This is an optimization exercise on Yosys and OpenROAD, whose aim is small area, not a production implementation. RTL that was checked went through simulation tests only; none was proved equivalent to the original. For run 1, only the layout was checked, not whether the RTL still works. Power and IR drop assume default switching activity.

===== flow/run.sh =====
#!/bin/bash
# layout flow: the standard flow with an area-oriented ABC mapping script,
# single-drive port buffers and a clock tree without dummy loads.
set -euo pipefail
export MY_ABC_SCRIPT=$PWD/flow/area.abc
{ echo 'proc abc {args} { set i [lsearch $args -script]; lset args [expr {$i+1}] $::env(MY_ABC_SCRIPT); yosys abc {*}$args }'; cat synth_recipe.tcl; } > my_synth.tcl
sed "s#SYNTH_SCRIPT=[^ ]*#SYNTH_SCRIPT=$PWD/my_synth.tcl#" standard.sh > my_standard.sh
export BUFFER_PORTS_ARGS="-buffer_cell sky130_fd_sc_hd__buf_1"
export CTS_ARGS="-sink_clustering_enable -repair_clock_nets -dont_use_dummy_load -buf_list sky130_fd_sc_hd__clkbuf_4 -sink_clustering_size 12 -sink_clustering_max_diameter 50"
bash my_standard.sh > standard.log 2>&1

===== standard.sh =====
#!/bin/bash
# synth_recipe.tcl (not shown) runs the flow's synth.tcl, then flattens the netlist and writes it again
# the make line also repeats each setting of config.mk as NAME=value (left out here)
make -C /OpenROAD-flow-scripts/flow DESIGN_CONFIG=/design/flow/config.mk WORK_HOME=/design/flow/orfs CLKGATE_MAP_FILE= SYNTH_SCRIPT=/design/flow/synth_recipe.tcl "${@:-finish}"

===== config.mk =====
export PLATFORM = sky130hd
export DESIGN_NAME = pcs_10g_loopback
export DESIGN_NICKNAME = pcs_10g_loopback
export VERILOG_FILES = /design/flow/design.v
export SDC_FILE = /design/flow/constraint.sdc
export NUM_CORES = 4
export LEC_CHECK = 0
export CAP_MARGIN = 20
export CORE_MARGIN = 2
export CORE_UTILIZATION = 40
export SLEW_MARGIN = 20

===== constraint.sdc =====
create_clock -name core_clock -period 6.4 [get_ports {tx_par_clk}]
set_input_delay 1.2800 -clock core_clock [delete_from_list [all_inputs] [get_ports {tx_par_clk}]]
set_output_delay 1.2800 -clock core_clock [all_outputs]
set_load 0.01 [all_outputs]

===== flow/area.abc =====
strash
dch -f
map -a -B 0.5
strash
dch -f
map -a -B 0.5

===== design.v =====
package pcs_line_pkg;
	localparam int PAYLOAD_W = 64;
	localparam logic [1:0] SYNC_DATA = 2'b01;
	localparam logic [1:0] SYNC_CTRL = 2'b10;
	localparam logic [6:0] CODE_IDLE  = 7'h00;
	localparam logic [6:0] CODE_ERROR = 7'h1E;
	typedef enum logic [7:0] {
		BT_IDLE   = 8'h1E,
		BT_START0 = 8'h78,
		BT_START4 = 8'h33,
		BT_TERM0  = 8'h87,
		BT_TERM1  = 8'h99,
		BT_TERM2  = 8'hAA,
		BT_TERM3  = 8'hB4,
		BT_TERM4  = 8'hCC,
		BT_TERM5  = 8'hD2,
		BT_TERM6  = 8'hE1,
		BT_TERM7  = 8'hFF
	} block_type_e;
	typedef struct packed {
		logic [1:0]           sync;
		logic [PAYLOAD_W-1:0] payload;
	} pcs_block_t;
	localparam pcs_block_t BLOCK_IDLE = {SYNC_CTRL, 56'h0, BT_IDLE};
	localparam logic [PAYLOAD_W-1:0] BLOCK_ERR_P = {{8{CODE_ERROR}}, BT_IDLE};
	localparam int LOCK_GOOD_CNT = 64;
	localparam int LOCK_BAD_CNT  = 16;
	localparam int LOCK_WIN      = 64;
	localparam int LOCK_GOOD_W   = $clog2(LOCK_GOOD_CNT);
	localparam int LOCK_BAD_W    = $clog2(LOCK_BAD_CNT);
	localparam int LOCK_WIN_W    = $clog2(LOCK_WIN);
	localparam int SCR_W   = 58;
	localparam int SCR_TAP = 39;
endpackage
package pcs_word_pkg;
	localparam int DATA_W  = 64;
	localparam int KEEP_W  = DATA_W/8;
	localparam int START_W = 2;
	typedef struct packed {
		logic               ctrl;
		logic               idle;
		logic [START_W-1:0] start;
		logic               term;
		logic               err;
		logic [KEEP_W-1:0]  keep;
		logic [DATA_W-1:0]  data;
	} pcs_word_t;
	localparam pcs_word_t WORD_IDLE = {1'b1, 1'b1, {START_W{1'b0}}, 1'b0,
		1'b0, {KEEP_W{1'b0}}, {DATA_W{1'b0}}};
	localparam pcs_word_t WORD_ERR  = {1'b1, 1'b0, {START_W{1'b0}}, 1'b0,
		1'b1, {KEEP_W{1'b0}}, {DATA_W{1'b0}}};
endpackage
`timescale 1ns/1ps
import pcs_line_pkg::*;
module pcs_block_lock (
	input  logic       tx_par_clk,
	input  logic       nreset,
	input  logic       serdes_lock_i,
	input  logic [1:0] sync_i,
	output logic       hdr_ok_o,
	output logic       lock_d_o,
	output logic       lock_o
);
logic                  state_q;
logic                  state_d;
logic [LOCK_WIN_W-1:0] cnt_q;
logic [LOCK_BAD_W-1:0] bad_q;
logic                  hdr_valid;
logic                  cnt_end;
logic                  lose;
assign hdr_valid = sync_i[1] ^ sync_i[0];
assign cnt_end   = (cnt_q == LOCK_WIN_W'(LOCK_WIN - 1));
assign lose      = !hdr_valid && (bad_q == LOCK_BAD_W'(LOCK_BAD_CNT - 1));
always_comb begin
	if (!nreset || !serdes_lock_i)
		state_d = 1'b0;
	else if (state_q)
		state_d = !lose;
	else
		state_d = hdr_valid && cnt_end;
end
always_ff @(posedge tx_par_clk) begin
	state_q <= state_d;
	if (!nreset || !serdes_lock_i)
		cnt_q <= '0;
	else if (state_q ? lose : !hdr_valid)
		cnt_q <= '0;
	else
		cnt_q <= cnt_q + 1'b1;
	if (!state_q || cnt_end)
		bad_q <= '0;
	else if (!hdr_valid)
		bad_q <= bad_q + 1'b1;
end
assign hdr_ok_o = hdr_valid;
assign lock_d_o = state_d;
assign lock_o   = state_q;
endmodule
`timescale 1ns/1ps
import pcs_line_pkg::*;
module pcs_descrambler (
	input  logic                 tx_par_clk,
	input  logic [PAYLOAD_W-1:0] payload_i,
	output logic [PAYLOAD_W-1:0] plain_o
);
logic [SCR_W-1:0]           state_q;
logic [SCR_W+PAYLOAD_W-1:0] ext;
always_comb begin
	ext = {payload_i, state_q};
	for (int i = 0; i < PAYLOAD_W; i++)
		plain_o[i] = ext[SCR_W+i] ^ ext[SCR_W-SCR_TAP+i] ^ ext[i];
end
always_ff @(posedge tx_par_clk)
	state_q <= payload_i[PAYLOAD_W-1 -: SCR_W];
endmodule
`timescale 1ns/1ps
import pcs_line_pkg::*;
module pcs_decoder (
	input  logic                 tx_par_clk,
	input  logic                 lock_i,
	input  logic                 hdr_ok_i,
	input  logic [1:0]           sync_i,
	input  logic [PAYLOAD_W-1:0] plain_i,
	output logic                 ctrl_o,
	output logic [PAYLOAD_W-1:0] payload_o
);
localparam logic [PAYLOAD_W-1:0] P_IDLE = {56'h0, BT_IDLE};
logic [7:0]           btype;
logic                 is_data;
logic                 type_ok;
logic                 pass;
logic                 err;
logic [7:1]           keep;
logic [PAYLOAD_W-1:0] norm;
logic                 ctrl_q;
logic [PAYLOAD_W-1:0] payload_q;
assign btype   = plain_i[7:0];
assign is_data = (sync_i == SYNC_DATA);
always_comb begin
	case (btype)
		BT_IDLE:   type_ok = (plain_i[63:8] == 56'h0);
		BT_START0, BT_START4,
		BT_TERM0, BT_TERM1, BT_TERM2, BT_TERM3,
		BT_TERM4, BT_TERM5, BT_TERM6, BT_TERM7:
		           type_ok = 1'b1;
		default:   type_ok = 1'b0;
	endcase
end
assign pass = lock_i && hdr_ok_i && (is_data || type_ok);
assign err  = lock_i && !(hdr_ok_i && (is_data || type_ok));
always_comb begin
	for (int k = 1; k < 8; k++) begin
		if (is_data)
			keep[k] = 1'b1;
		else if (btype[7])
			keep[k] = (btype[6:4] >= 3'(k));
		else
			keep[k] = !btype[0] || (k >= 5);
	end
end
always_comb begin
	norm[7:0] = pass ? btype : BT_IDLE;
	for (int k = 1; k < 8; k++)
		norm[8*k +: 8] = (pass && keep[k]) ? plain_i[8*k +: 8] :
			(err ? BLOCK_ERR_P[8*k +: 8] : 8'h00);
end
always_ff @(posedge tx_par_clk) begin
	ctrl_q    <= !(lock_i && is_data);
	payload_q <= ~norm;
end
assign ctrl_o    = ctrl_q;
assign payload_o = payload_q;
endmodule
`timescale 1ns/1ps
import pcs_line_pkg::*;
module pcs_rx (
	input  logic                 tx_par_clk,
	input  logic                 nreset,
	input  logic                 serdes_lock_i,
	input  logic [65:0]          serdes_block_i,
	output logic                 lock_o,
	output logic                 ctrl_o,
	output logic [PAYLOAD_W-1:0] payload_o
);
logic                 hdr_ok;
logic                 lock_d;
logic [PAYLOAD_W-1:0] plain;
pcs_block_lock u_block_lock (
	.tx_par_clk    (tx_par_clk),
	.nreset        (nreset),
	.serdes_lock_i (serdes_lock_i),
	.sync_i        (serdes_block_i[65:64]),
	.hdr_ok_o      (hdr_ok),
	.lock_d_o      (lock_d),
	.lock_o        (lock_o)
);
pcs_descrambler u_descrambler (
	.tx_par_clk (tx_par_clk),
	.payload_i  (serdes_block_i[63:0]),
	.plain_o    (plain)
);
pcs_decoder u_decoder (
	.tx_par_clk (tx_par_clk),
	.lock_i     (lock_d),
	.hdr_ok_i   (hdr_ok),
	.sync_i     (serdes_block_i[65:64]),
	.plain_i    (plain),
	.ctrl_o     (ctrl_o),
	.payload_o  (payload_o)
);
endmodule
`timescale 1ns/1ps
import pcs_line_pkg::*;
module pcs_tx (
	input  logic                 tx_par_clk,
	input  logic                 nreset,
	input  logic                 ctrl_i,
	input  logic [PAYLOAD_W-1:0] payload_i,
	output logic [65:0]          serdes_block_o
);
logic                       out_data_q;
logic [PAYLOAD_W-1:0]       out_q;
logic [SCR_W+PAYLOAD_W-1:0] ext;
always_comb begin
	ext = {{PAYLOAD_W{1'b0}}, out_q[PAYLOAD_W-1 -: SCR_W]};
	for (int i = 0; i < PAYLOAD_W; i++)
		ext[SCR_W+i] = !payload_i[i] ^ ext[SCR_W-SCR_TAP+i] ^ ext[i];
end
always_ff @(posedge tx_par_clk) begin
	if (!nreset) begin
		out_data_q <= 1'b0;
		out_q      <= BLOCK_IDLE[63:0];
	end else begin
		out_data_q <= !ctrl_i;
		out_q      <= ext[SCR_W +: PAYLOAD_W];
	end
end
assign serdes_block_o = {!out_data_q, out_data_q, out_q};
endmodule
`timescale 1ns/1ps
import pcs_line_pkg::*;
module pcs_10g_loopback (
	input  logic        tx_par_clk,
	input  logic        nreset,
	input  logic        rx_locked_i,
	input  logic [65:0] rx_par_data_i,
	output logic        rx_block_lock_o,
	output logic [65:0] tx_par_data_o
);
logic                 rx_ctrl;
logic [PAYLOAD_W-1:0] rx_payload;
logic [2:0]           dl_ctrl_q;
logic [PAYLOAD_W-1:0] dl1_q;
logic [PAYLOAD_W-1:0] dl2_q;
logic [PAYLOAD_W-1:0] dl3_q;
logic                 tx_nreset_q1;
logic                 tx_nreset_q2;
logic                 tx_nreset;
pcs_rx u_pcs_rx (
	.tx_par_clk     (tx_par_clk),
	.nreset         (nreset),
	.serdes_lock_i  (rx_locked_i),
	.serdes_block_i (rx_par_data_i),
	.lock_o         (rx_block_lock_o),
	.ctrl_o         (rx_ctrl),
	.payload_o      (rx_payload)
);
always_ff @(posedge tx_par_clk) begin
	if (!nreset) begin
		tx_nreset_q1 <= 1'b0;
		tx_nreset_q2 <= 1'b0;
		tx_nreset    <= 1'b0;
	end else begin
		tx_nreset_q1 <= 1'b1;
		tx_nreset_q2 <= tx_nreset_q1;
		tx_nreset    <= tx_nreset_q2;
	end
end
always_ff @(posedge tx_par_clk) begin
	dl_ctrl_q <= {dl_ctrl_q[1:0], rx_ctrl};
	dl1_q     <= rx_payload;
	dl2_q     <= dl1_q;
	dl3_q     <= dl2_q;
end
pcs_tx u_pcs_tx (
	.tx_par_clk     (tx_par_clk),
	.nreset         (tx_nreset),
	.ctrl_i         (dl_ctrl_q[2]),
	.payload_i      (dl3_q),
	.serdes_block_o (tx_par_data_o)
);
endmodule

==> results of run 1 <==
sequential cells by signal, summed over array words and instances (netlist names), 3 cells and up:
name,count
dl1_q,64
dl2_q,64
dl3_q,64
u_pcs_rx.u_decoder.payload_q,64
u_pcs_tx.out_q,64
u_pcs_rx.u_descrambler.state_q,58
u_pcs_rx.u_block_lock.cnt_q,6
u_pcs_rx.u_block_lock.bad_q,4
dl_ctrl_q,3
routing by layer:
metal	vias up	track usage, %	wire, um
li1	3422	-	-
met1	2908	21.19	11490
met2	194	25.65	10980
met3	50	3.811	1433
met4	0	5.751	663
met5	-	0	0
worst max-delay path by stage:
stage / start / endpoint / slack (ps)
2_1_floorplan: rx_par_data_i[4] / u_pcs_rx.u_decoder.payload_q[61]$_DFF_P_ / 2500
3_5_place_dp: rx_par_data_i[4] / u_pcs_rx.u_decoder.payload_q[12]$_DFF_P_ / 1520
6_report: rx_par_data_i[4] / u_pcs_rx.u_decoder.payload_q[12]$_DFF_P_ / 2110
3_3_place_gp: rx_par_data_i[3] / u_pcs_rx.u_decoder.payload_q[12]$_DFF_P_ / 1580
5_1_grt: rx_par_data_i[1] / u_pcs_rx.u_decoder.payload_q[40]$_DFF_P_ / 1840
4_1_cts: rx_par_data_i[4] / u_pcs_rx.u_decoder.payload_q[12]$_DFF_P_ / 2230
critical path, cell delays in order:
cell and delay (ps):
sky130_fd_sc_hd__buf_1 120, sky130_fd_sc_hd__clkinv_1 140, sky130_fd_sc_hd__xor2_1 460, sky130_fd_sc_hd__clkinv_1 280
sky130_fd_sc_hd__nor2_1 140, sky130_fd_sc_hd__nand2_1 80, sky130_fd_sc_hd__clkinv_1 50, sky130_fd_sc_hd__nand4_1 100
sky130_fd_sc_hd__or4_2 670, sky130_fd_sc_hd__a31oi_1 180, sky130_fd_sc_hd__nand2_1 270, sky130_fd_sc_hd__nor2_1 500
sky130_fd_sc_hd__clkinv_1 230, sky130_fd_sc_hd__nand2_1 140, sky130_fd_sc_hd__o21ai_0 110
power breakdown:
| part | switching, mW | internal [mW] | leakage [nW] |
|---|---|---|---|
| Sequential | 0.0194 | 2.49 | 3.23 |
| Clock | 0.695 | 0.297 | 0.189 |
| Combinational | 0.174 | 0.0930 | 1.25 |
synthesized netlist by cell type (all sizes together):
cell    instances  share of area (%)
ha              3               0.32
o211ai          1              0.063
o31ai           2               0.13
and3            1              0.063
a311oi          1              0.074
nand4           6               0.32
nand2          60                1.9
o21ai          73                3.1
nand3           6               0.25
nor3            3               0.13
buf            59                3.7
a31oi           2               0.11
nor2           61                1.9
nor4           16               0.84
dfxtp         397                 67
clkinv         53                1.7
xnor2         143                 11
or2             2               0.11
or4             1              0.074
a21oi          51                2.2
xor2           74                5.5
cell type report:
type                            count  share of cell area, %
Antenna cell                        1                0.01962
Clock buffer                       41                  2.413
Sequential cell                   397                  62.30
Timing Repair Buffer              140                  4.266
Tap cell                          390                  3.825
Multi-Input combinational cell    506                  25.62
Inverter                           53                  1.559
metrics by stage:
step | power, mW | area (sq um)
floorplan | 2.728 | 11860
global route | 3.953 | 12760
detailed placement | 2.837 | 12450
finish | 3.773 | 12760
global placement | 2.843 | 12450
CTS | 3.825 | 12750
cells by family (layout without fill, tap and decap cells):
group,after synthesis,after routing,synth area share (%)
other,0,1,0
AND/OR/NAND/NOR,156,156,5.614
adder cells (fa/ha/maj),3,3,0.3166
flip-flops,397,397,67.03
XOR/XNOR,217,217,16.03
AO/OA/AOI/OAI,130,130,5.603
buffers and inverters,112,234,5.413
placed cells by master, fill, tap and decap left out:
cell	Yosys	routed
sky130_fd_sc_hd__a311oi_1	1	1
sky130_fd_sc_hd__nor3_1	3	3
sky130_fd_sc_hd__or4_2	1	1
sky130_fd_sc_hd__or2_2	2	2
sky130_fd_sc_hd__clkbuf_4	0	41
sky130_fd_sc_hd__a31oi_1	2	2
sky130_fd_sc_hd__nand3_1	6	6
sky130_fd_sc_hd__o211ai_1	1	1
sky130_fd_sc_hd__ha_1	3	3
sky130_fd_sc_hd__buf_4	59	5
sky130_fd_sc_hd__o31ai_1	2	2
sky130_fd_sc_hd__nand2_1	60	60
sky130_fd_sc_hd__diode_2	0	1
sky130_fd_sc_hd__xnor2_1	143	143
sky130_fd_sc_hd__o21ai_0	73	73
sky130_fd_sc_hd__and3_2	1	1
sky130_fd_sc_hd__xor2_1	74	74
sky130_fd_sc_hd__nand4_1	6	6
sky130_fd_sc_hd__clkinv_1	53	53
sky130_fd_sc_hd__buf_1	0	135
sky130_fd_sc_hd__a21oi_1	51	51
sky130_fd_sc_hd__nor4_1	16	16
sky130_fd_sc_hd__dfxtp_1	397	397
sky130_fd_sc_hd__nor2_1	61	61
==> qor.yml, run 1 <==
worst_setup_hold_path_clk_slew_ps: 110
cp_data_required_time_ps: 6890
worst-endpoint-arrival_ps: 4780
core_area_sq_um: 29400
fmaxAchievable_ghz: 0.2332
post_drt_antenna_nets: 0
initial_antenna_violation_count: 2
floorplan.initialDensity_pct: 40.33
detailed_place_hpwl_mm: 19.35
run_status: "timing/DRC/antenna clean"
drt_iter0_drc: 258
post-cts-setup-buffer-count: 0
total_leakage_power_nw: 4.671
critical_path.startpoint_type: "input port"
die_area_sq_um: 31040
gpl.final_weighted_congestion: 0.9406
report.final.slew_viol_count: 0
placement.setup.worst_slack_ps: 1522
cts_h_tree_depth: 2
min_delay_worst_endpoint: "dl2_q[30]$_DFF_P_"
max-vdd-ir-drop_mv: 0.1577
dieHeight_um: 176.2
ff_latch_area_sq_um: 7948
post_cts_resized: 0
timing_worst_setup_path_type: "input port to flip-flop"
cts_hold_repair.buffers: 0
syn2layout_area_growth_pct: 7.586
hold-path-cell-count: 0
buffer_ports.inserted: 135
totalNegativeSetupSlack_ps: 0
cts_num_sinks: 397
grt_setup_unrepaired: "false"
share_of_the_clock_period_used_by_the_worst_path_after_layout_pct: 67.00
globalRouteOverflowTotal: 0
globalRouteTotalUtil_pct: 16.02
utilization_of_the_core_after_routing_pct: 43.39
area_of_the_multi_input_gates_sq_um: 3268
cts_inserted_buffers: 41
grt_start_max_net_pins: 41
fin_worst_hold_slack_ps: 287.8
routed_wirelength_mm: 24.57
finClkSkew_ps: 53.34
final_layout_size_suffix_gt1_share_pct: 4.398
reg2reg_capture_point: "u_pcs_rx.u_decoder.payload_q[12]$_DFF_P_"
boundaryPins: 136
timing.rr.start: "u_pcs_rx.u_descrambler.state_q[23]$_DFF_P_"
route.detailed.wl_per_inst_um: 16.08
rrSetupSlack_ps: 2500
relSlewSlack_pct: 38.79
setup-violations-final: 0
yosys_warnings: 5
postSynthNetCount: 1087
tritoncts_clock_tree: "done"
synth_seq_area_share_pct: 67.03
drt-vias-per-instance: 4.302
worst_slack_ps: 2112
crit_path_end_kind: "flip-flop"
die_x_um: 176.2
final_cell_count_no_fill: 1528
dr_total_vias: 6574
clkLatencyLatePin_ps: 660
largest_buffer_count_on_any_clock_path: 3
tightestPinTransition_ps: 912.5
first_global_vias: 6528
min_period_ps: 4288
final_hold_fails: 0
syn_inst: 1015
floorplan.rows: 63
post_synth.cell_area_avg_sq_um: 11.68
num-nets-final: 1211
fillers: 2827
grt_pass1_wl_mm: 36.98
holdCritStartpoint: "dl1_q[30]$_DFF_P_"
critical_path.max_fanout: 12
syn_area_sq_um: 11860
placedCellCount: 1486
power_per_cell_area_nw_per_um2: 295.8
max_cap_viol_count: 0
timing.reg2reg.worst_path_depth: 14
hold_path.class: "flip-flop to flip-flop"
drt_first_pass_iters: 5
synth.lib_cells_used.distinct: 21
number_of_remaining_drc_errors: 0
clock-root-buffer: "sky130_fd_sc_hd__clkbuf_4"
synth_seq_cells: 397
==> inputs of run 2 (changes only) <==
--- a/design.v
+++ b/design.v
@@ -168,3 +168,3 @@
 	ctrl_q    <= !(lock_i && is_data);
-	payload_q <= ~norm;
+	payload_q <= norm ^ BLOCK_ERR_P;
 end
@@ -226,3 +226,3 @@
 	for (int i = 0; i < PAYLOAD_W; i++)
-		ext[SCR_W+i] = !payload_i[i] ^ ext[SCR_W-SCR_TAP+i] ^ ext[i];
+		ext[SCR_W+i] = payload_i[i] ^ BLOCK_ERR_P[i] ^ ext[SCR_W-SCR_TAP+i] ^ ext[i];
 end
--- a/flow/run.sh
+++ b/flow/run.sh
@@ -8,3 +8,3 @@
 export BUFFER_PORTS_ARGS="-buffer_cell sky130_fd_sc_hd__buf_1"
-export CTS_ARGS="-sink_clustering_enable -repair_clock_nets -dont_use_dummy_load -buf_list sky130_fd_sc_hd__clkbuf_4 -sink_clustering_size 12 -sink_clustering_max_diameter 50"
+export CTS_ARGS="-sink_clustering_enable -repair_clock_nets -dont_use_dummy_load -buf_list sky130_fd_sc_hd__clkbuf_8 -sink_clustering_size 16 -sink_clustering_max_diameter 80"
 bash my_standard.sh > standard.log 2>&1
==> flow/area.abc (replaced) <==
strash
dch -f
map -a -B 0.5
==> run 2 against run 1 <==
- core utilization increased by 0.35 points
- sequential cell count unchanged
- sequential share of layout area decreased by 0.83 points
- worst hold slack improved by 33 ps
- first-iteration DRC count increased by 12%
- sequential power about the same
- critical path depth decreased by 3
- critical endpoint is now u_pcs_rx.u_decoder.payload_q[33]$_DFF_P_
- largest cell class unchanged
- highest routed layer unchanged
==> qor.yml, run 2 <==
run_status: "timing/DRC/antenna clean"
postSynthNetCount: 1102  # +1.4%
power.share.clock_pct: 28.2  # +1.9 points
critical_path.max_fanout: 9  # -3
die_x_um: 177.0  # +0.49%
syn2layout_area_growth_pct: 7.950
intPower_mw: 2.973  # +3.0%
placement.setup.worst_slack_ps: 1692  # +169.5 ps
synth_seq_area_share_pct: 66.36  # -0.67 points
finClkSkew_ps: 25.01  # -28.32 ps
initial_antenna_violation_count: 0  # -2
die_area_sq_um: 31340  # +0.98%
timing_worst_setup_path_type: "input port to flip-flop"
layout.cells.most_common_list: "397 x sky130_fd_sc_hd__dfxtp_1, 135 x sky130_fd_sc_hd__buf_1, 119 x sky130_fd_sc_hd__xor2_1"
grt_start_max_net_pins: 29  # -29%
share_of_the_clock_period_used_by_the_worst_path_after_layout_pct: 65.91  # -1.1 points
hold_path.class: "flip-flop to flip-flop"
power_per_cell_area_nw_per_um2: 299.3  # +1.2%
floorplan.rows: 63  # unchanged
first_global_vias: 6480  # -0.74%
critical_path.max_stage_delay_ps: 530  # -140 ps
critPathBufInv: 2  # -3
post-cts-setup-buffer-count: 0  # unchanged
largest_buffer_count_on_any_clock_path: 3  # unchanged
crit_path_end_kind: "flip-flop"
clkLatencyLatePin_ps: 590  # -70 ps
total_leakage_power_nw: 4.858  # +4.0%
synth.lib_cells_used.distinct: 25  # +19%
report.final.slew_viol_count: 0  # unchanged
critical_path.startpoint_type: "input port"
switching_power_uw: 896.5  # +0.90%
routed_wirelength_mm: 24.47  # -0.42%
critical_path_cell_count: 12  # -3
post_synth_main_area_contributors: "sky130_fd_sc_hd__dfxtp_1 66%, sky130_fd_sc_hd__xor2_1 8.7%, sky130_fd_sc_hd__xnor2_1 8.5%"
asyncSetResetFlopFracSynth_pct: 0  # unchanged
post_synth.cell_area_avg_sq_um: 11.63  # -0.47%
timing.reg2reg.worst_path_depth: 12  # -2
setup-violations-final: 0  # unchanged
final_layout_size_suffix_gt1_share_pct: 2.729  # -1.7 points
critical_path.cell_chain: "buf_1, xnor2_1, xor2_1, nor4b_1, nand4_1, nor4_1, o41ai_1, nor2_1, clkinv_1, or2_2, nand2_1, o21ai_0"
relSlewSlack_pct: 32.28  # -6.5 points
cts_h_tree_depth: 1  # -1
placedCellCount: 1498  # +0.81%
startpoint: "rx_par_data_i[16]"
synth_common_cells: "397 x sky130_fd_sc_hd__dfxtp_1, 119 x sky130_fd_sc_hd__xor2_1, 116 x sky130_fd_sc_hd__xnor2_1"
final_hold_fails: 0  # unchanged
clock-root-buffer: "sky130_fd_sc_hd__clkbuf_8"
power.combinational.fraction_pct: 6.8  # -0.3 points
rrSetupSlack_ps: 2610  # +110 ps
globalRouteTotalUtil_pct: 15.77  # -0.25 points
worst_slack_ps: 2182  # +69.87 ps
critical-path-top-delay-family: "simple AND/OR/NAND/NOR gates"
diodes: 0  # -1
route.detailed.wl_per_inst_um: 16.04  # -0.29%
drt_first_pass_iters: 5  # unchanged
totalNegativeSetupSlack_ps: 0  # unchanged
power.switching_fraction_pct: 23.17  # -0.38 points
boundaryPins: 136  # unchanged
drt-vias-per-instance: 4.308  # +0.13%
max_cap_viol_count: 0  # unchanged
tightestPinTransition_ps: 1007  # +94.68 ps
num-nets-final: 1210  # -0.083%
drt_iter0_drc: 290  # +12%
synth_enable_flop_cells: 0  # unchanged
worst_path_max_delay_cell: "sky130_fd_sc_hd__nor4_1"
gpl.final_weighted_congestion: 0.9022  # -4.1%
dr_total_vias: 6574  # unchanged
synth_ff_type: "sky130_fd_sc_hd__dfxtp_1"
reg2reg_capture_point: "u_pcs_rx.u_decoder.payload_q[33]$_DFF_P_"
cts_num_sinks: 397  # unchanged
yosys.area.top_type: "sky130_fd_sc_hd__dfxtp_1"
max-vdd-ir-drop_mv: 0.1773  # +12%
floorplan.initialDensity_pct: 40.52  # +0.19 points
cts_inserted_buffers: 28  # -32%
fillers: 2864  # +1.3%
number_of_remaining_drc_errors: 0  # unchanged
cp_data_required_time_ps: 6850  # -40 ps
yosys_warnings: 5  # unchanged
syn_area_sq_um: 11980  # +1.0%
detailed_place_hpwl_mm: 19.53  # +0.91%
layout_commonest_cell: "sky130_fd_sc_hd__dfxtp_1"
dieHeight_um: 177.0  # +0.49%
final_cell_count_no_fill: 1526  # -0.13%
core_area_sq_um: 29560  # +0.54%
grt_setup_unrepaired: "false"
buffer_ports.inserted: 135  # unchanged
worst_setup_hold_path_clk_slew_ps: 100  # about the same
globalRouteOverflowTotal: 0  # unchanged
cts_hold_repair.buffers: 0  # unchanged
fmaxAchievable_ghz: 0.2371  # +1.7%
worst-endpoint-arrival_ps: 4660  # -120 ps
timing.rr.start: "u_pcs_rx.u_descrambler.state_q[20]$_DFF_P_"
synth_seq_cells: 397  # unchanged
post_cts_resized: 0  # unchanged
seq_power_share_pct: 64.9  # -1.7 points
utilization_of_the_core_after_routing_pct: 43.74  # +0.35 points
syn_inst: 1030  # +1.5%
synthDominantCellAreaShare_pct: 66.36  # -0.67 points
post_drt_antenna_nets: 0  # unchanged
tritoncts_clock_tree: "done"
synth.most_common_cell: "sky130_fd_sc_hd__dfxtp_1"
setup.worst_path.end: "u_pcs_rx.u_decoder.payload_q[33]$_DFF_P_"
min_period_ps: 4218  # -69.87 ps
grt_pass1_wl_mm: 36.96  # about the same
-- run 2: layout make-up --
class / instances / area (sq um) / area share, %
Sequential cell: 397 / 7948 / 61.47
Clock buffer: 28 / 385.4 / 2.981
Tap cell: 390 / 488.0 / 3.774
Timing Repair Buffer: 137 / 521.8 / 4.036
Multi-Input combinational cell: 502 / 3316 / 25.65
Inverter: 72 / 270.3 / 2.090
-- run 2: logic make-up after synthesis --
family | share of synthesized area (%)
buffers and inverters | 5.955
AO/OA/AOI/OAI | 4.179
AND/OR/NAND/NOR | 6.007
adder cells (fa/ha/maj) | 0.3134
flip-flops | 66.36
XOR/XNOR | 17.19
-- run 2: worst min-delay path by stage --
stage	from	endpoint	slack (ps)	depth (start not counted)
2_1_floorplan	u_pcs_rx.u_decoder.payload_q[0]$_SDFF_PN0_	dl1_q[0]$_DFF_P_	310	0
5_1_grt	dl1_q[28]$_DFF_P_	dl2_q[28]$_DFF_P_	330	0
6_report	dl1_q[28]$_DFF_P_	dl2_q[28]$_DFF_P_	320	0
4_1_cts	dl2_q[15]$_DFF_P_	dl3_q[15]$_DFF_P_	320	0
3_3_place_gp	dl2_q[9]$_DFF_P_	dl3_q[9]$_DFF_P_	310	0
3_5_place_dp	u_pcs_rx.u_decoder.payload_q[14]$_SDFF_PN0_	dl1_q[14]$_DFF_P_	310	0
-- run 2: metal layers --
layer	vias up	wire length, um	global-route usage [%]
met5	-	0	0
met4	0	629	4.442
met3	43	1238	2.663
met2	184	10930	25.99
met1	2984	11680	21.33
li1	3363	-	-
-- run 2: power by group through the flow --
stage | clock network [mW] | registers, mW | logic [mW]
global placement | 0 | 2.57 | 0.264
finish | 1.09 | 2.51 | 0.263
floorplan | 0 | 2.57 | 0.164
CTS | 1.14 | 2.51 | 0.261
detailed placement | 0 | 2.57 | 0.261
global route | 1.23 | 2.52 | 0.287
-- run 2: metrics by stage --
step                      power [mW]  hold slack, ps  area, sq um
after global placement         2.836           309.5        12540
after floorplan                2.731           309.6        11980
final                          3.869           320.9        12930
after CTS                      3.918           318.8        12930
after detailed placement       2.832           312.1        12540
after global routing           4.038           329.4        12930
==> inputs of run 3 (changes only) <==
--- a/design.v
+++ b/design.v
@@ -71,3 +71,6 @@
 assign hdr_valid = sync_i[1] ^ sync_i[0];
-assign cnt_end   = (cnt_q == LOCK_WIN_W'(LOCK_WIN - 1));
+localparam logic [5:0] CNT_LAST = 6'b100000;
+logic [5:0] cnt_step;
+assign cnt_step  = {cnt_q[4:0], cnt_q[5] ^ (cnt_q[4] || (cnt_q[3:0] == 4'h0))};
+assign cnt_end   = (cnt_q == CNT_LAST);
 assign lose      = !hdr_valid && (bad_q == LOCK_BAD_W'(LOCK_BAD_CNT - 1));
@@ -88,3 +91,3 @@
 	else
-		cnt_q <= cnt_q + 1'b1;
+		cnt_q <= cnt_step;
 	if (!state_q || cnt_end)
@@ -130,2 +133,4 @@
 logic                 type_ok;
+logic                 term_ok;
+logic                 idle_ok;
 logic                 pass;
@@ -138,12 +143,6 @@
 assign is_data = (sync_i == SYNC_DATA);
-always_comb begin
-	case (btype)
-		BT_IDLE:   type_ok = (plain_i[63:8] == 56'h0);
-		BT_START0, BT_START4,
-		BT_TERM0, BT_TERM1, BT_TERM2, BT_TERM3,
-		BT_TERM4, BT_TERM5, BT_TERM6, BT_TERM7:
-		           type_ok = 1'b1;
-		default:   type_ok = 1'b0;
-	endcase
-end
+assign term_ok = btype[7] && (btype[3] == ^btype[6:4]) && (btype[2] != (btype[5] ^ btype[4]))
+	&& (btype[1] != (btype[6] ^ btype[4])) && (btype[0] != (btype[6] ^ btype[5]));
+assign idle_ok = (btype == BT_IDLE) && (plain_i[63:8] == 56'h0);
+assign type_ok = term_ok || (btype == BT_START0) || (btype == BT_START4) || idle_ok;
 assign pass = lock_i && hdr_ok_i && (is_data || type_ok);
@@ -168,3 +167,3 @@
 	ctrl_q    <= !(lock_i && is_data);
-	payload_q <= norm ^ BLOCK_ERR_P;
+	payload_q <= ~norm;
 end
@@ -226,3 +225,3 @@
 	for (int i = 0; i < PAYLOAD_W; i++)
-		ext[SCR_W+i] = payload_i[i] ^ BLOCK_ERR_P[i] ^ ext[SCR_W-SCR_TAP+i] ^ ext[i];
+		ext[SCR_W+i] = !payload_i[i] ^ ext[SCR_W-SCR_TAP+i] ^ ext[i];
 end
@@ -255,4 +254,3 @@
 logic [PAYLOAD_W-1:0] dl3_q;
-logic                 tx_nreset_q1;
-logic                 tx_nreset_q2;
+logic [1:0]           tx_rst_cnt_q;
 logic                 tx_nreset;
@@ -268,12 +266,8 @@
 always_ff @(posedge tx_par_clk) begin
-	if (!nreset) begin
-		tx_nreset_q1 <= 1'b0;
-		tx_nreset_q2 <= 1'b0;
-		tx_nreset    <= 1'b0;
-	end else begin
-		tx_nreset_q1 <= 1'b1;
-		tx_nreset_q2 <= tx_nreset_q1;
-		tx_nreset    <= tx_nreset_q2;
-	end
-end
+	if (!nreset)
+		tx_rst_cnt_q <= 2'b00;
+	else
+		tx_rst_cnt_q <= {tx_rst_cnt_q[1] | tx_rst_cnt_q[0], !tx_rst_cnt_q[1]};
+end
+assign tx_nreset = tx_rst_cnt_q[1] & !tx_rst_cnt_q[0];
 always_ff @(posedge tx_par_clk) begin
--- a/flow/run.sh
+++ b/flow/run.sh
@@ -8,3 +8,3 @@
 export BUFFER_PORTS_ARGS="-buffer_cell sky130_fd_sc_hd__buf_1"
-export CTS_ARGS="-sink_clustering_enable -repair_clock_nets -dont_use_dummy_load -buf_list sky130_fd_sc_hd__clkbuf_8 -sink_clustering_size 16 -sink_clustering_max_diameter 80"
+export CTS_ARGS="-sink_clustering_enable -repair_clock_nets -dont_use_dummy_load -buf_list sky130_fd_sc_hd__clkbuf_4 -sink_clustering_size 10 -sink_clustering_max_diameter 60"
 bash my_standard.sh > standard.log 2>&1
==> flow/area.abc (replaced) <==
strash
dch -f
map -a -B 0.5
strash
dch -f
map -a -B 0.5
--- a/config.mk
+++ b/config.mk
@@ -9,3 +9,3 @@
 export CORE_MARGIN = 2
-export CORE_UTILIZATION = 40
+export CORE_UTILIZATION = 55
 export SLEW_MARGIN = 20
==> run 3 against run 2 <==
- still clean on timing, DRC and antenna
- core utilization up 16 points
- sequential power about the same
- die area decreased by 27%
- final cell count down 7.6%
==> qor.yml, run 3 <==
run_status: "timing/DRC/antenna clean"
asyncSetResetFlopFracSynth_pct: 0  # unchanged
drt_iter0_drc: 249  # -14%
totalNegativeSetupSlack_ps: 0  # unchanged
power.share.clock_pct: 26.4  # -1.8 points
synth_seq_cells: 396  # -0.25%
worst_path_max_delay_cell: "sky130_fd_sc_hd__xor2_1"
route.detailed.wl_per_inst_um: 16.38  # +2.2%
initial_antenna_violation_count: 2  # +2
grt_start_max_net_pins: 41  # +41%
synthDominantCellAreaShare_pct: 66.68  # +0.32 points
routed_wirelength_mm: 23.10  # -5.6%
worst_slack_ps: 2728  # +545.9 ps
critical_path_cell_count: 13  # +1
cp_data_required_time_ps: 6930  # +80 ps
final_hold_fails: 0  # unchanged
reg2reg_capture_point: "u_pcs_rx.u_decoder.payload_q[39]$_DFF_P_"
power.combinational.fraction_pct: 8.2  # +1.4 points
die_area_sq_um: 22810  # -27%
core_area_sq_um: 21090  # -29%
critical_path.cell_chain: "buf_1, xor2_1, ha_1, clkinv_1, xor2_1, xor2_1, a311oi_1, o41ai_1, nand2_1, clkinv_1, nand2_1, nand2_1, o21ai_0"
area_of_the_multi_input_gates_sq_um: 3333  # +0.53%
drt_first_pass_iters: 4  # -1
first_global_vias: 6341  # -2.1%
seq_power_share_pct: 65.4  # +0.5 points
postSynthNetCount: 1089  # -1.2%
synth.most_common_cell: "sky130_fd_sc_hd__dfxtp_1"
cts_h_tree_depth: 2  # +1
uppermost_layer_routed: "met5"
setup.worst_path.end: "u_pcs_rx.u_decoder.payload_q[39]$_DFF_P_"
grt_setup_unrepaired: "false"
yosys.area.top_type: "sky130_fd_sc_hd__dfxtp_1"
layout_commonest_cell: "sky130_fd_sc_hd__dfxtp_1"
synth_common_cells: "396 x sky130_fd_sc_hd__dfxtp_1, 148 x sky130_fd_sc_hd__xnor2_1, 73 x sky130_fd_sc_hd__xor2_1"
rrSetupSlack_ps: 2910  # +300 ps
timing_worst_setup_path_type: "input port to flip-flop"
fmaxAchievable_ghz: 0.2723  # +15%
post-cts-setup-buffer-count: 0  # unchanged
post_synth.cell_area_avg_sq_um: 11.76  # +1.1%
globalRouteTotalUtil_pct: 20.58  # +4.8 points
syn_area_sq_um: 11890  # -0.73%
critical_path.max_stage_delay_ps: 630  # +100 ps
startpoint: "rx_par_data_i[4]"
grt_pass1_wl_mm: 34.62  # -6.3%
placement.setup.worst_slack_ps: 2080  # +388.2 ps
clock-root-buffer: "sky130_fd_sc_hd__clkbuf_4"
setup-violations-final: 0  # unchanged
relSlewSlack_pct: 49.13  # +17 points
report.final.slew_viol_count: 0  # unchanged
synth_seq_area_share_pct: 66.68  # +0.32 points
syn_inst: 1011  # -1.8%
share_of_the_clock_period_used_by_the_worst_path_after_layout_pct: 57.38  # -8.5 points
wl_met3_mm: 1.278  # +3.2%
critical_path.max_fanout: 10  # +1
critical-path-top-delay-family: "XOR/XNOR gates"
largest_buffer_count_on_any_clock_path: 3  # unchanged
fillers: 1861  # -35%
clkLatencyLatePin_ps: 650  # +60 ps
floorplan.rows: 53  # -16%
worst-endpoint-arrival_ps: 4210  # -450 ps
finClkSkew_ps: 48.89  # +23.87 ps
dr_total_vias: 6564  # -0.15%
cts_hold_repair.buffers: 0  # unchanged
floorplan.initialDensity_pct: 56.38  # +16 points
num-nets-final: 1214  # +0.33%
power_per_cell_area_nw_per_um2: 304.6  # +1.8%
timing.reg2reg.worst_path_depth: 13  # +1
critPathBufInv: 3  # +1
fin_total_pwr_mw: 3.855  # -0.36%
tightestPinTransition_ps: 760.4  # -246.8 ps
route.layer.met1.wl_mm: 10.60  # -9.2%
synth.lib_cells_used.distinct: 23  # -8.0%
number_of_remaining_drc_errors: 0  # unchanged
crit_path_end_kind: "flip-flop"
cts_inserted_buffers: 45  # +61%
detailed_place_hpwl_mm: 18.30  # -6.3%
post_cts_resized: 0  # unchanged
layout.cells.most_common_list: "396 x sky130_fd_sc_hd__dfxtp_1, 148 x sky130_fd_sc_hd__xnor2_1, 135 x sky130_fd_sc_hd__buf_1"
post_drt_antenna_nets: 0  # unchanged
intPower_mw: 2.935  # -1.3%
cts_num_sinks: 396  # -0.25%
total_leakage_power_nw: 4.695  # -3.4%
dieHeight_um: 151.0  # -15%
yosys_warnings: 5  # unchanged
min_period_ps: 3672  # -545.9 ps
switching_power_uw: 920.2  # +2.6%
synth_ff_type: "sky130_fd_sc_hd__dfxtp_1"
final_cell_count_no_fill: 1410  # -7.6%
post_synth_main_area_contributors: "sky130_fd_sc_hd__dfxtp_1 67%, sky130_fd_sc_hd__xnor2_1 11%, sky130_fd_sc_hd__xor2_1 5.4%"
dr_wl_met2_mm: 10.68  # -2.3%
hold_path.class: "flip-flop to flip-flop"
globalRouteOverflowTotal: 0  # unchanged
final_layout_size_suffix_gt1_share_pct: 4.321  # +1.6 points
ff_latch_area_sq_um: 7928  # -0.25%
syn2layout_area_growth_pct: 6.440
max_cap_viol_count: 0  # unchanged
boundaryPins: 136  # unchanged
gpl.final_weighted_congestion: 0.9404  # +4.2%
placedCellCount: 1364  # -8.9%
die_x_um: 151.0  # -15%
timing.rr.start: "u_pcs_rx.u_descrambler.state_q[23]$_DFF_P_"
worst_setup_hold_path_clk_slew_ps: 100  # about the same
power.switching_fraction_pct: 23.87  # +0.70 points
synth_enable_flop_cells: 0  # unchanged
tritoncts_clock_tree: "done"
buffer_ports.inserted: 135  # unchanged
critical_path.startpoint_type: "input port"
max-vdd-ir-drop_mv: 0.1643  # -7.4%
drt-vias-per-instance: 4.655  # +8.1%
run 3: metal layers:
layer  vias up  global-route usage [%]
met3        41                   4.910
met5         -                       0
li1       3413                       -
met1      2909                   26.66
met4         2                   6.822
met2       199                   34.07
run 3: worst reg2reg max path, stage by stage, from the launching register on:
cell	delay [ps]
sky130_fd_sc_hd__dfxtp_1	390
sky130_fd_sc_hd__xor2_1	210
sky130_fd_sc_hd__xor2_1	630
sky130_fd_sc_hd__ha_1	260
sky130_fd_sc_hd__clkinv_1	90
sky130_fd_sc_hd__xor2_1	170
sky130_fd_sc_hd__xor2_1	150
sky130_fd_sc_hd__a311oi_1	300
sky130_fd_sc_hd__o41ai_1	150
sky130_fd_sc_hd__nand2_1	210
sky130_fd_sc_hd__clkinv_1	290
sky130_fd_sc_hd__nand2_1	260
sky130_fd_sc_hd__nand2_1	140
sky130_fd_sc_hd__o21ai_0	110
run 3: logic make-up (layout without fill, tap and decap cells):
group / Yosys count / count (layout) / share of synthesized area (%)
other: 0 / 1 / 0
AO/OA/AOI/OAI: 122 / 122 / 5.304
buffers and inverters: 109 / 232 / 5.304
XOR/XNOR: 221 / 221 / 16.28
AND/OR/NAND/NOR: 154 / 154 / 5.483
flip-flops: 396 / 396 / 66.68
adder cells (fa/ha/maj): 9 / 9 / 0.9472
run 3: layout make-up:
type                    instances  area share (%)
diodes                          1         0.01977
well taps                     275           2.719
flip-flops and latches        396           62.65
clock buffers                  45           2.670
inverters                      50           1.483
repair buffers                137           4.123
multi-input cells             506           26.34
run 3: worst min path at each step:
stage | from | endpoint | slack (ps) | cells after the start
6_report | dl2_q[45]$_DFF_P_ | dl3_q[45]$_DFF_P_ | 310 | 0
3_3_place_gp | dl1_q[6]$_DFF_P_ | dl2_q[6]$_DFF_P_ | 310 | 0
5_1_grt | dl1_q[62]$_DFF_P_ | dl2_q[62]$_DFF_P_ | 310 | 0
4_1_cts | dl1_q[62]$_DFF_P_ | dl2_q[62]$_DFF_P_ | 300 | 0
3_5_place_dp | dl1_q[26]$_DFF_P_ | dl2_q[26]$_DFF_P_ | 310 | 0
2_1_floorplan | u_pcs_rx.u_decoder.payload_q[0]$_DFF_P_ | dl1_q[0]$_DFF_P_ | 310 | 0
run 3: through the flow:
stage          hold WS [ps]  util [%]  instance area [sq um]
2_1_floorplan         309.6         -                  11890
3_3_place_gp          309.7     58.40                  12310
3_5_place_dp          312.1     58.40                  12310
4_1_cts               300.5     60.00                  12650
5_1_grt               308.3     60.01                  12650
6_report              311.7     60.01                  12650
run 3: power groups by stage:
| stage | clock, mW | sequential (mW) | combinational, mW |
|---|---|---|---|
| final | 1.02 | 2.52 | 0.317 |
| after global placement | 0 | 2.58 | 0.322 |
| after global routing | 1.17 | 2.53 | 0.346 |
| after floorplan | 0 | 2.57 | 0.214 |
| after CTS | 1.06 | 2.52 | 0.318 |
| after detailed placement | 0 | 2.58 | 0.318 |
==> inputs of run 4 (changes only) <==
--- a/flow/run.sh
+++ b/flow/run.sh
@@ -8,3 +8,3 @@
 export BUFFER_PORTS_ARGS="-buffer_cell sky130_fd_sc_hd__buf_1"
-export CTS_ARGS="-sink_clustering_enable -repair_clock_nets -dont_use_dummy_load -buf_list sky130_fd_sc_hd__clkbuf_4 -sink_clustering_size 10 -sink_clustering_max_diameter 60"
+export CTS_ARGS="-sink_clustering_enable -repair_clock_nets -dont_use_dummy_load -buf_list sky130_fd_sc_hd__clkbuf_4 -sink_clustering_size 10 -sink_clustering_max_diameter 50"
 bash my_standard.sh > standard.log 2>&1
--- a/config.mk
+++ b/config.mk
@@ -9,3 +9,3 @@
 export CORE_MARGIN = 2
-export CORE_UTILIZATION = 55
+export CORE_UTILIZATION = 65
 export SLEW_MARGIN = 20
==> run 4 against run 3 <==
- clock skew is 40 ps higher
- clock power is essentially flat
- sequential cell count did not move
- combinational power fell by 2%
- non-clock buffer count decreased by 1
- count of clock-buffer cells in the layout up 1
- via count rose by 2.8%
- critical endpoint is now u_pcs_rx.u_decoder.payload_q[51]$_DFF_P_
==> qor.yml, run 4 <==
post_cts_resized: 0  # unchanged
tightestPinTransition_ps: 939.1  # +178.7 ps
drt_iter0_drc: 392  # +57%
largest_buffer_count_on_any_clock_path: 3  # unchanged
synth_common_cells: "396 x sky130_fd_sc_hd__dfxtp_1, 148 x sky130_fd_sc_hd__xnor2_1, 73 x sky130_fd_sc_hd__xor2_1"
post-cts-setup-buffer-count: 0  # unchanged
initial_antenna_violation_count: 1  # -1
cp_data_required_time_ps: 6910  # -20 ps
min_period_ps: 3703  # +30.86 ps
total_leakage_power_nw: 4.695  # about the same
critical_path.max_fanout: 7  # -3
floorplan.rows: 49  # -7.5%
max-vdd-ir-drop_mv: 0.2173  # +32%
floorplan.initialDensity_pct: 66.18  # +9.8 points
worst_setup_hold_path_clk_slew_ps: 100  # about the same
power_per_cell_area_nw_per_um2: 305.5  # +0.29%
drt_first_pass_iters: 5  # +1
run_status: "timing/DRC/antenna clean"
buffer_ports.inserted: 135  # unchanged
boundaryPins: 136  # unchanged
detailed_place_hpwl_mm: 17.39  # -5.0%
hold-path-cell-count: 0  # unchanged
min_delay_worst_endpoint: "dl2_q[7]$_DFF_P_"
die_area_sq_um: 19390  # -15%
report.final.slew_viol_count: 0  # unchanged
asyncSetResetFlopFracSynth_pct: 0  # unchanged
postSynthNetCount: 1089  # unchanged
drt-vias-per-instance: 4.945  # +6.2%
timing.reg2reg.worst_path_depth: 13  # unchanged
synthDominantCellAreaShare_pct: 66.68  # unchanged
syn_inst: 1011  # unchanged
finClkSkew_ps: 88.87  # +39.98 ps
gpl.final_weighted_congestion: 0.9287  # -1.2%
routed_wirelength_mm: 22.20  # -3.9%
share_of_the_clock_period_used_by_the_worst_path_after_layout_pct: 57.86  # +0.48 points
timing.rr.start: "u_pcs_rx.u_descrambler.state_q[23]$_DFF_P_"
yosys_warnings: 5  # unchanged
post_synth.cell_area_avg_sq_um: 11.76  # unchanged
max_cap_viol_count: 0  # unchanged
fmaxAchievable_ghz: 0.2700  # -0.83%
synth_seq_cells: 396  # unchanged
synth_seq_area_share_pct: 66.68  # unchanged
holdCritStartpoint: "dl1_q[7]$_DFF_P_"
timing_worst_setup_path_type: "input port to flip-flop"
final_layout_size_suffix_gt1_share_pct: 4.321  # unchanged
route.detailed.wl_per_inst_um: 16.28  # -0.65%
synth_ff_type: "sky130_fd_sc_hd__dfxtp_1"
reg2reg_capture_point: "u_pcs_rx.u_decoder.payload_q[36]$_DFF_P_"
yosys.area.top_type: "sky130_fd_sc_hd__dfxtp_1"
setup-violations-final: 0  # unchanged
layout_commonest_cell: "sky130_fd_sc_hd__dfxtp_1"
dr_total_vias: 6745  # +2.8%
post_synth_main_area_contributors: "sky130_fd_sc_hd__dfxtp_1 67%, sky130_fd_sc_hd__xnor2_1 11%, sky130_fd_sc_hd__xor2_1 5.4%"
core_area_sq_um: 17960  # -15%
grt_start_max_net_pins: 41  # unchanged
final_hold_fails: 0  # unchanged
relSlewSlack_pct: 37.01  # -12 points
synth_enable_flop_cells: 0  # unchanged
globalRouteTotalUtil_pct: 23.04  # +2.5 points
cts_h_tree_depth: 2  # unchanged
dieHeight_um: 139.2  # -7.8%
synth.lib_cells_used.distinct: 23  # unchanged
die_x_um: 139.2  # -7.8%
worst-endpoint-arrival_ps: 4210  # about the same
first_global_vias: 6627  # +4.5%
cts_hold_repair.buffers: 0  # unchanged
totalNegativeSetupSlack_ps: 0  # unchanged
hold_path.class: "flip-flop to flip-flop"
syn_area_sq_um: 11890  # unchanged
rrSetupSlack_ps: 2900  # about the same
startpoint: "rx_par_data_i[65]"
cts_num_sinks: 396  # unchanged
globalRouteOverflowTotal: 0  # unchanged
synth.most_common_cell: "sky130_fd_sc_hd__dfxtp_1"
num-nets-final: 1214  # unchanged
cts_inserted_buffers: 46  # +2.2%
tritoncts_clock_tree: "done"
clock-root-buffer: "sky130_fd_sc_hd__clkbuf_4"
grt_pass1_wl_mm: 33.98  # -1.8%
crit_path_end_kind: "flip-flop"
layout.cells.most_common_list: "396 x sky130_fd_sc_hd__dfxtp_1, 148 x sky130_fd_sc_hd__xnor2_1, 135 x sky130_fd_sc_hd__buf_1"
fin_total_pwr_mw: 3.849  # -0.16%
grt_setup_unrepaired: "false"
post_drt_antenna_nets: 0  # unchanged
number_of_remaining_drc_errors: 0  # unchanged
clkLatencyLatePin_ps: 650  # about the same
critical_path.startpoint_type: "input port"
syn2layout_area_growth_pct: 5.957
## run 4: area by class of cell
class                   count  area [sq um]
well taps                 229         286.5
flip-flops and latches    396          7928
diodes                      1         2.502
clock buffers              46         345.3
fillers                  1366          5366
repair buffers            136         514.2
multi-input cells         506          3333
inverters                  50         187.7
## run 4: power breakdown
part / switching, mW / internal [mW] / total (mW)
combinational: 0.196 / 0.114 / 0.310
sequential: 0.0264 / 2.50 / 2.52
clock: 0.685 / 0.332 / 1.02
total: 0.908 / 2.94 / 3.85
## run 4: cell families (layout without fill, tap and decap cells)
family                     Yosys count  after routing  share of synthesized area (%)
DFF                                396            396                          66.68
xor gates and xnor gates           221            221                          16.28
and+or+nand+nor                    154            154                          5.483
AOI/OAI and AO/OA                  122            122                          5.304
buffers and inverters              109            232                          5.304
adders and majority gates            9              9                         0.9472
other                                0              1                              0
## run 4: worst max-delay path: stages
cell and delay, ps:
sky130_fd_sc_hd__buf_1 80, sky130_fd_sc_hd__clkinv_1 60, sky130_fd_sc_hd__ha_1 360, sky130_fd_sc_hd__clkinv_1 160, sky130_fd_sc_hd__o21ai_0 90, sky130_fd_sc_hd__nor3_1 180, sky130_fd_sc_hd__clkinv_1 210, sky130_fd_sc_hd__a21oi_1 490
sky130_fd_sc_hd__clkinv_1 130, sky130_fd_sc_hd__nor2_1 190, sky130_fd_sc_hd__nand2_1 200, sky130_fd_sc_hd__nor2_1 320, sky130_fd_sc_hd__clkinv_1 200, sky130_fd_sc_hd__nand2_1 140, sky130_fd_sc_hd__o21ai_0 100
## run 4: routing by layer
metal  wire, um  vias up  global-route usage [%]
met5          0        -                       0
met4        900        0                   10.47
met3       1298       67                   5.643
met2      10210      239                   37.85
met1       9791     3024                   28.96
li1           -     3415                       -
## run 4: how the worst max path moves through the flow
stage,endpoint,slack (ps)
2_1_floorplan,u_pcs_rx.u_decoder.payload_q[16]$_DFF_P_,2890
3_3_place_gp,u_pcs_rx.u_decoder.payload_q[36]$_DFF_P_,2170
3_5_place_dp,u_pcs_rx.u_decoder.payload_q[53]$_DFF_P_,2110
4_1_cts,u_pcs_rx.u_decoder.payload_q[51]$_DFF_P_,2780
5_1_grt,u_pcs_rx.u_decoder.payload_q[51]$_DFF_P_,2510
6_report,u_pcs_rx.u_decoder.payload_q[51]$_DFF_P_,2700
## run 4: through the flow
step                worst slack (ps)  utilization [%]  area (sq um)  std cells  hold slack [ps]
global placement                2175            68.19         12250       1317            309.7
CTS                             2781            70.11         12590       1363            285.0
detailed placement              2108            68.19         12250       1317            312.1
global route                    2510            70.13         12600       1364            259.1
finish                          2697            70.13         12600       1364            300.1
floorplan                       2893                -         11890       1011            309.6
==> inputs of run 5 (changes only) <==
==> flow/run.sh (replaced) <==
#!/bin/bash
# layout flow: the standard flow with an area-oriented ABC mapping script and no
# half-adder extraction, a
# peephole pass that folds inverters into xor/xnor cells, single-drive port
# buffers and a clock tree without dummy loads.
set -euo pipefail
export MY_ABC_SCRIPT=$PWD/flow/area.abc
# the synthesis script: ABC with flow/area.abc, and no half-adder extraction.
{ echo 'proc abc {args} { set i [lsearch $args -script]; lset args [expr {$i+1}] $::env(MY_ABC_SCRIPT); yosys abc {*}$args }'
  echo 'proc extract_fa {args} {}'
  cat synth_recipe.tcl; } > my_synth.tcl
sed "s#SYNTH_SCRIPT=[^ ]*#SYNTH_SCRIPT=$PWD/my_synth.tcl#" standard.sh > my_standard.sh
export BUFFER_PORTS_ARGS="-buffer_cell sky130_fd_sc_hd__buf_1"
export CTS_ARGS="-sink_clustering_enable -repair_clock_nets -dont_use_dummy_load -buf_list sky130_fd_sc_hd__clkbuf_4 -sink_clustering_size 10 -sink_clustering_max_diameter 60"
RES=$PWD/orfs/results/sky130hd/pcs_10g_loopback/base
bash my_standard.sh $RES/1_2_yosys.v > synth.log 2>&1
cp $RES/1_2_yosys.v $RES/1_2_yosys.abc.v
python3 flow/peephole.py $RES/1_2_yosys.abc.v $RES/1_2_yosys.v > peephole.log 2>&1
bash my_standard.sh > standard.log 2>&1
==> flow/peephole.py (new file) <==
#!/usr/bin/env python3
# peephole.py IN.v OUT.v
# removes inverters next to xor/xnor cells in a mapped sky130hd netlist by
# swapping the xor cell for its complement:
#   xor -> inverter as its only load  becomes  xnor driving the inverter's output
#   inverter -> only xor/xnor inputs  becomes  xnor/xor fed by the inverter's input
# flip-flops, ports and nets named in assigns are left alone.
import re
import sys
from collections import defaultdict

P = 'sky130_fd_sc_hd__'
FLIP = {'xor2': 'xnor2', 'xnor2': 'xor2', 'xor3': 'xnor3', 'xnor3': 'xor3'}
OUTPIN = {'xor2': 'X', 'xnor2': 'Y', 'xor3': 'X', 'xnor3': 'X'}
INVS = {'inv', 'clkinv'}
OUTS = {'X', 'Y', 'Q', 'Q_N', 'SUM', 'COUT'}

src = open(sys.argv[1]).read()
mods = list(re.finditer(r'\bmodule\b.*?\bendmodule\b', src, re.S))
if len(mods) != 1:
    sys.stderr.write('peephole: expected one module, found %d; netlist left as is\n' % len(mods))
    open(sys.argv[2], 'w').write(src)
    sys.exit(0)
mod = mods[0].group(0)

cell_re = re.compile(r'^([ \t]*)' + P + r'(\w+?)_(\d+)\s+(\S+)\s*\((.*?)\);[ \t]*\n', re.S | re.M)
pin_re = re.compile(r'\.(\w+)\(([^()]*)\)')

cells = {}
for cm in cell_re.finditer(mod):
    kind, drive, name, body = cm.group(2), cm.group(3), cm.group(4), cm.group(5)
    pins = [(p, n.strip()) for p, n in pin_re.findall(body)]
    cells[name] = {'kind': kind, 'drive': drive, 'pins': pins, 'indent': cm.group(1)}


def base(n):
    return re.sub(r'\s*\[\d+\]$', '', n)


# nets that must not be touched: ports and anything in an assign.
protected = set()
for d in re.findall(r'^\s*(?:input|output|inout)\b([^;]*);', mod, re.M):
    for n in d.replace('\n', ' ').split(','):
        n = n.strip()
        if n:
            protected.add(n.split()[-1])
for a in re.findall(r'^\s*assign\s+(.*?);', mod, re.M | re.S):
    for tok in re.findall(r'\\\S+|[A-Za-z_][\w$]*', a):
        protected.add(base(tok.strip()))


def prot(n):
    return (not n) or ("'" in n) or n in protected or base(n) in protected


def build():
    drv = {}
    loads = defaultdict(list)
    for name, c in cells.items():
        for p, n in c['pins']:
            if p in OUTS:
                drv[n] = name
            else:
                loads[n].append((name, p))
    return drv, loads


def flip(c):
    old = OUTPIN[c['kind']]
    c['kind'] = FLIP[c['kind']]
    new = OUTPIN[c['kind']]
    c['pins'] = [(new if p == old else p, n) for p, n in c['pins']]


removed = 0
changed = True
while changed:
    changed = False
    drv, loads = build()
    for name in sorted(cells):
        c = cells[name]
        if c['kind'] not in INVS:
            continue
        pins = dict(c['pins'])
        a, y = pins.get('A', ''), pins.get('Y', '')
        if not a or prot(y):
            continue
        d = drv.get(a)
        # an xor whose only load is this inverter.
        if not prot(a) and d is not None and cells[d]['kind'] in FLIP and len(loads[a]) == 1:
            x = cells[d]
            flip(x)
            out = OUTPIN[x['kind']]
            x['pins'] = [(p, y if p == out else n) for p, n in x['pins']]
            del cells[name]
            removed += 1
            changed = True
            break
        # every load of this inverter is an xor input.
        ls = loads[y]
        if ls and all(cells[l]['kind'] in FLIP and p not in OUTS for l, p in ls):
            for l, p in ls:
                x = cells[l]
                x['pins'] = [(q, a if q == p else n) for q, n in x['pins']]
                flip(x)
            del cells[name]
            removed += 1
            changed = True
            break


def fmt(name):
    c = cells[name]
    ind = c['indent']
    # an escaped name needs a space before the closing parenthesis.
    body = ',\n'.join('%s  .%s(%s%s)' % (ind, p, n, ' ' if n.startswith('\\') else '')
                      for p, n in c['pins'])
    return '%s%s%s_%s %s (\n%s\n%s);\n' % (ind, P, c['kind'], c['drive'], name, body, ind)


newmod = cell_re.sub(lambda cm: fmt(cm.group(4)) if cm.group(4) in cells else '', mod)
open(sys.argv[2], 'w').write(src.replace(mod, newmod))
sys.stderr.write('peephole: removed %d inverters\n' % removed)
--- a/config.mk
+++ b/config.mk
@@ -9,3 +9,3 @@
 export CORE_MARGIN = 2
-export CORE_UTILIZATION = 65
+export CORE_UTILIZATION = 55
 export SLEW_MARGIN = 20
==> run 5 against run 4 <==
- still clean on timing, DRC and antenna
- power about the same
- global-route usage decreased by 2.3 points
- combinational power about the same
- non-clock buffer count increased by 2
- synthesized area decreased by 1.6%
- synthesized cell count decreased by 2.4%
- via count decreased by 3.0%
- final area decreased by 0.96%
- first-iteration DRC count decreased by 3.8%
- die area increased by 16%
- fmax decreased by 15%
- register-to-register slack got worse by 30 ps
==> qor.yml, run 5 <==
run_status: "timing/DRC/antenna clean"
post_synth.cell_area_avg_sq_um: 11.86  # +0.83%
die_area_sq_um: 22460  # +16%
cpMostUsedCell: "sky130_fd_sc_hd__clkinv_1"
syn_inst: 987  # -2.4%
hold_path.class: "flip-flop to flip-flop"
cts_num_sinks: 396  # unchanged
critical_path.cell_chain: "buf_1, clkinv_1, nor2_1, clkinv_1, nand2_1, clkinv_1, nand2_1, clkinv_1, nand2_1, clkinv_1, nand2_1, clkinv_1, nand2_1, nor2_1, a211oi_1, clkinv_1, a21oi_1, clkinv_1, nor2_1, nand2_1, clkinv_1, nand2_1, nand2_1, o21ai_0"
core_area_sq_um: 20960  # +17%
initial_antenna_violation_count: 2  # +1
first_global_vias: 6417  # -3.2%
uppermost_layer_routed: "met4"
report.final.slew_viol_count: 0  # unchanged
floorplan.initialDensity_pct: 55.85  # -10 points
post_drt_antenna_nets: 0  # unchanged
drt-vias-per-instance: 4.719  # -4.6%
timing_worst_setup_path_type: "input port to flip-flop"
layout.cells.most_common_list: "396 x sky130_fd_sc_hd__dfxtp_1, 187 x sky130_fd_sc_hd__xnor2_1, 135 x sky130_fd_sc_hd__buf_1"
cts_h_tree_depth: 2  # unchanged
largest_buffer_count_on_any_clock_path: 3  # unchanged
syn_area_sq_um: 11700  # -1.6%
relSlewSlack_pct: 50.50  # +13 points
total_leakage_power_nw: 4.532  # -3.5%
routed_wirelength_mm: 22.79  # +2.6%
dr_wl_met2_mm: 10.48  # +2.7%
syn2layout_area_growth_pct: 6.607
number_of_remaining_drc_errors: 0  # unchanged
cts_inserted_buffers: 45  # -2.2%
num-nets-final: 1182  # -2.6%
cts_hold_repair.buffers: 0  # unchanged
layout_commonest_cell: "sky130_fd_sc_hd__dfxtp_1"
detailed_place_hpwl_mm: 17.82  # +2.5%
postSynthNetCount: 1056  # -3.0%
tritoncts_clock_tree: "done"
tightestPinTransition_ps: 737.2  # -201.9 ps
wl_met3_mm: 1.207  # -7.0%
dr_total_vias: 6545  # -3.0%
gpl.final_weighted_congestion: 0.9653  # +3.9%
min_period_ps: 4353  # +649.5 ps
critical_path.startpoint_type: "input port"
globalRouteOverflowTotal: 0  # unchanged
critical_path.max_fanout: 9  # +2
finClkSkew_ps: 70.32  # -18.55 ps
grt_start_max_net_pins: 41  # unchanged
clkLatencyLatePin_ps: 660  # about the same
setup-violations-final: 0  # unchanged
dieHeight_um: 149.9  # +7.6%
fmaxAchievable_ghz: 0.2297  # -15%
floorplan.rows: 53  # +8.2%
worst_setup_hold_path_clk_slew_ps: 100  # about the same
post-cts-setup-buffer-count: 0  # unchanged
critical_path.max_stage_delay_ps: 390  # -100 ps
totalNegativeSetupSlack_ps: 0  # unchanged
crit_path_end_kind: "flip-flop"
power_per_cell_area_nw_per_um2: 308.5  # +0.97%
clock-root-buffer: "sky130_fd_sc_hd__clkbuf_4"
route.layer.met1.wl_mm: 10.53  # +7.5%
globalRouteTotalUtil_pct: 20.75  # -2.3 points
boundaryPins: 136  # unchanged
drt_iter0_drc: 377  # -3.8%
fin_total_pwr_mw: 3.849  # about the same
final_hold_fails: 0  # unchanged
grt_setup_unrepaired: "false"
cp_data_required_time_ps: 6840  # -70 ps
share_of_the_clock_period_used_by_the_worst_path_after_layout_pct: 68.01  # +10 points
route.detailed.wl_per_inst_um: 16.43  # +0.94%
final_layout_size_suffix_gt1_share_pct: 4.410  # +0.089 points
worst_path_max_delay_cell: "sky130_fd_sc_hd__a21oi_1"
grt_pass1_wl_mm: 34.61  # +1.8%
die_x_um: 149.9  # +7.6%
max_cap_viol_count: 0  # unchanged
max-vdd-ir-drop_mv: 0.1877  # -14%
buffer_ports.inserted: 135  # unchanged
worst-endpoint-arrival_ps: 4790  # +580 ps
post_cts_resized: 0  # unchanged
drt_first_pass_iters: 5  # unchanged
yosys_warnings: 5  # unchanged
[run 5: report_power, final]
part / total, mW / switching (mW) / leakage (nW) / internal [mW]
Sequential: 2.52 / 0.0287 / 3.23 / 2.49
Combinational: 0.308 / 0.190 / 1.10 / 0.117
Clock: 1.02 / 0.692 / 0.207 / 0.325
Total: 3.85 / 0.911 / 4.53 / 2.94
[run 5: routing by layer]
metal  vias to the layer above  track usage, %
met2                       205           34.06
met4                         0           6.887
met3                        47           4.116
met1                      2961           27.57
met5                         -               0
li1                       3332               -
[run 5: path summary, 6_finish.rpt]
kind | startpoint | endpoint | slack, ps | depth (start not counted)
setup reg to reg | u_pcs_rx.u_descrambler.state_q[24]$_DFF_P_ | u_pcs_rx.u_decoder.payload_q[40]$_DFF_P_ | 2870 | 15
hold reg to reg | dl2_q[35]$_DFF_P_ | dl3_q[35]$_DFF_P_ | 290 | 0
setup / recovery | rx_par_data_i[64] | u_pcs_rx.u_decoder.payload_q[40]$_DFF_P_ | 2050 | 24
hold / removal | dl2_q[35]$_DFF_P_ | dl3_q[35]$_DFF_P_ | 290 | 0
[run 5: through the flow]
step / hold WS, ps / utilization, % / setup WS (ps) / area, sq um / std cells
floorplan: 309.6 / - / 2473 / 11700 / 987
CTS: 293.5 / 59.52 / 2059 / 12470 / 1386
finish: 291.5 / 59.54 / 2047 / 12480 / 1387
global route: 304.8 / 59.54 / 1620 / 12480 / 1387
global placement: 309.7 / 57.91 / 1458 / 12140 / 1341
detailed placement: 312.1 / 57.91 / 1385 / 12140 / 1341
[run 5: worst max-delay path, delay by kind of cell]
kind	cells	cell delay, ps
AND/OR/NAND/NOR	11	1500
buffers and inverters	10	1250
AO/OA/AOI/OAI	3	760
[run 5: cell type report]
cell class                      count  area [sq um]
Multi-Input combinational cell    496          3199
Antenna cell                        1         2.502
Clock buffer                       45         337.8
Tap cell                          275         344.1
Timing Repair Buffer              138         529.3
Sequential cell                   396          7928
Inverter                           36         135.1
Fill cell                        1875          8479

-- re-timing with driven ports --
In the flow no input, the clock included, has a driving cell. The finished layouts below were timed again as built, in two steps. Step 1, drivers: a clkbuf_16 drives tx_par_clk and a buf_2 each remaining input, both assumed. Step 2 times the ports against the registers' clock, not the clock port: input delays grow and output delays shrink by t, the midpoint of the rising clock arrivals with the driver on. a / b / c = ideal / step 1 / step 2; a / b = the first two.
| run | shift t [ns] | setup slack, ns | worst data-port slew with drivers (ns) |
|---|---|---|---|
| run 1 | 0.671 | 2.112 / 2.128 / 1.457 | 0.04 |
| run 2 | 0.623 | 2.182 / 2.204 / 1.582 | 0.05 |
| run 3 | 0.666 | 2.728 / 2.746 / 2.080 | 0.04 |
| run 4 | 0.649 | 2.697 / 2.713 / 2.063 | 0.03 |
| run 5 | 0.664 | 2.047 / 2.067 / 1.403 | 0.04 |
After both steps every run listed still meets setup and hold. For run 1, which loses most, drivers alone change the setup slack by +0.016 ns; drivers and shift together by -0.655 ns.
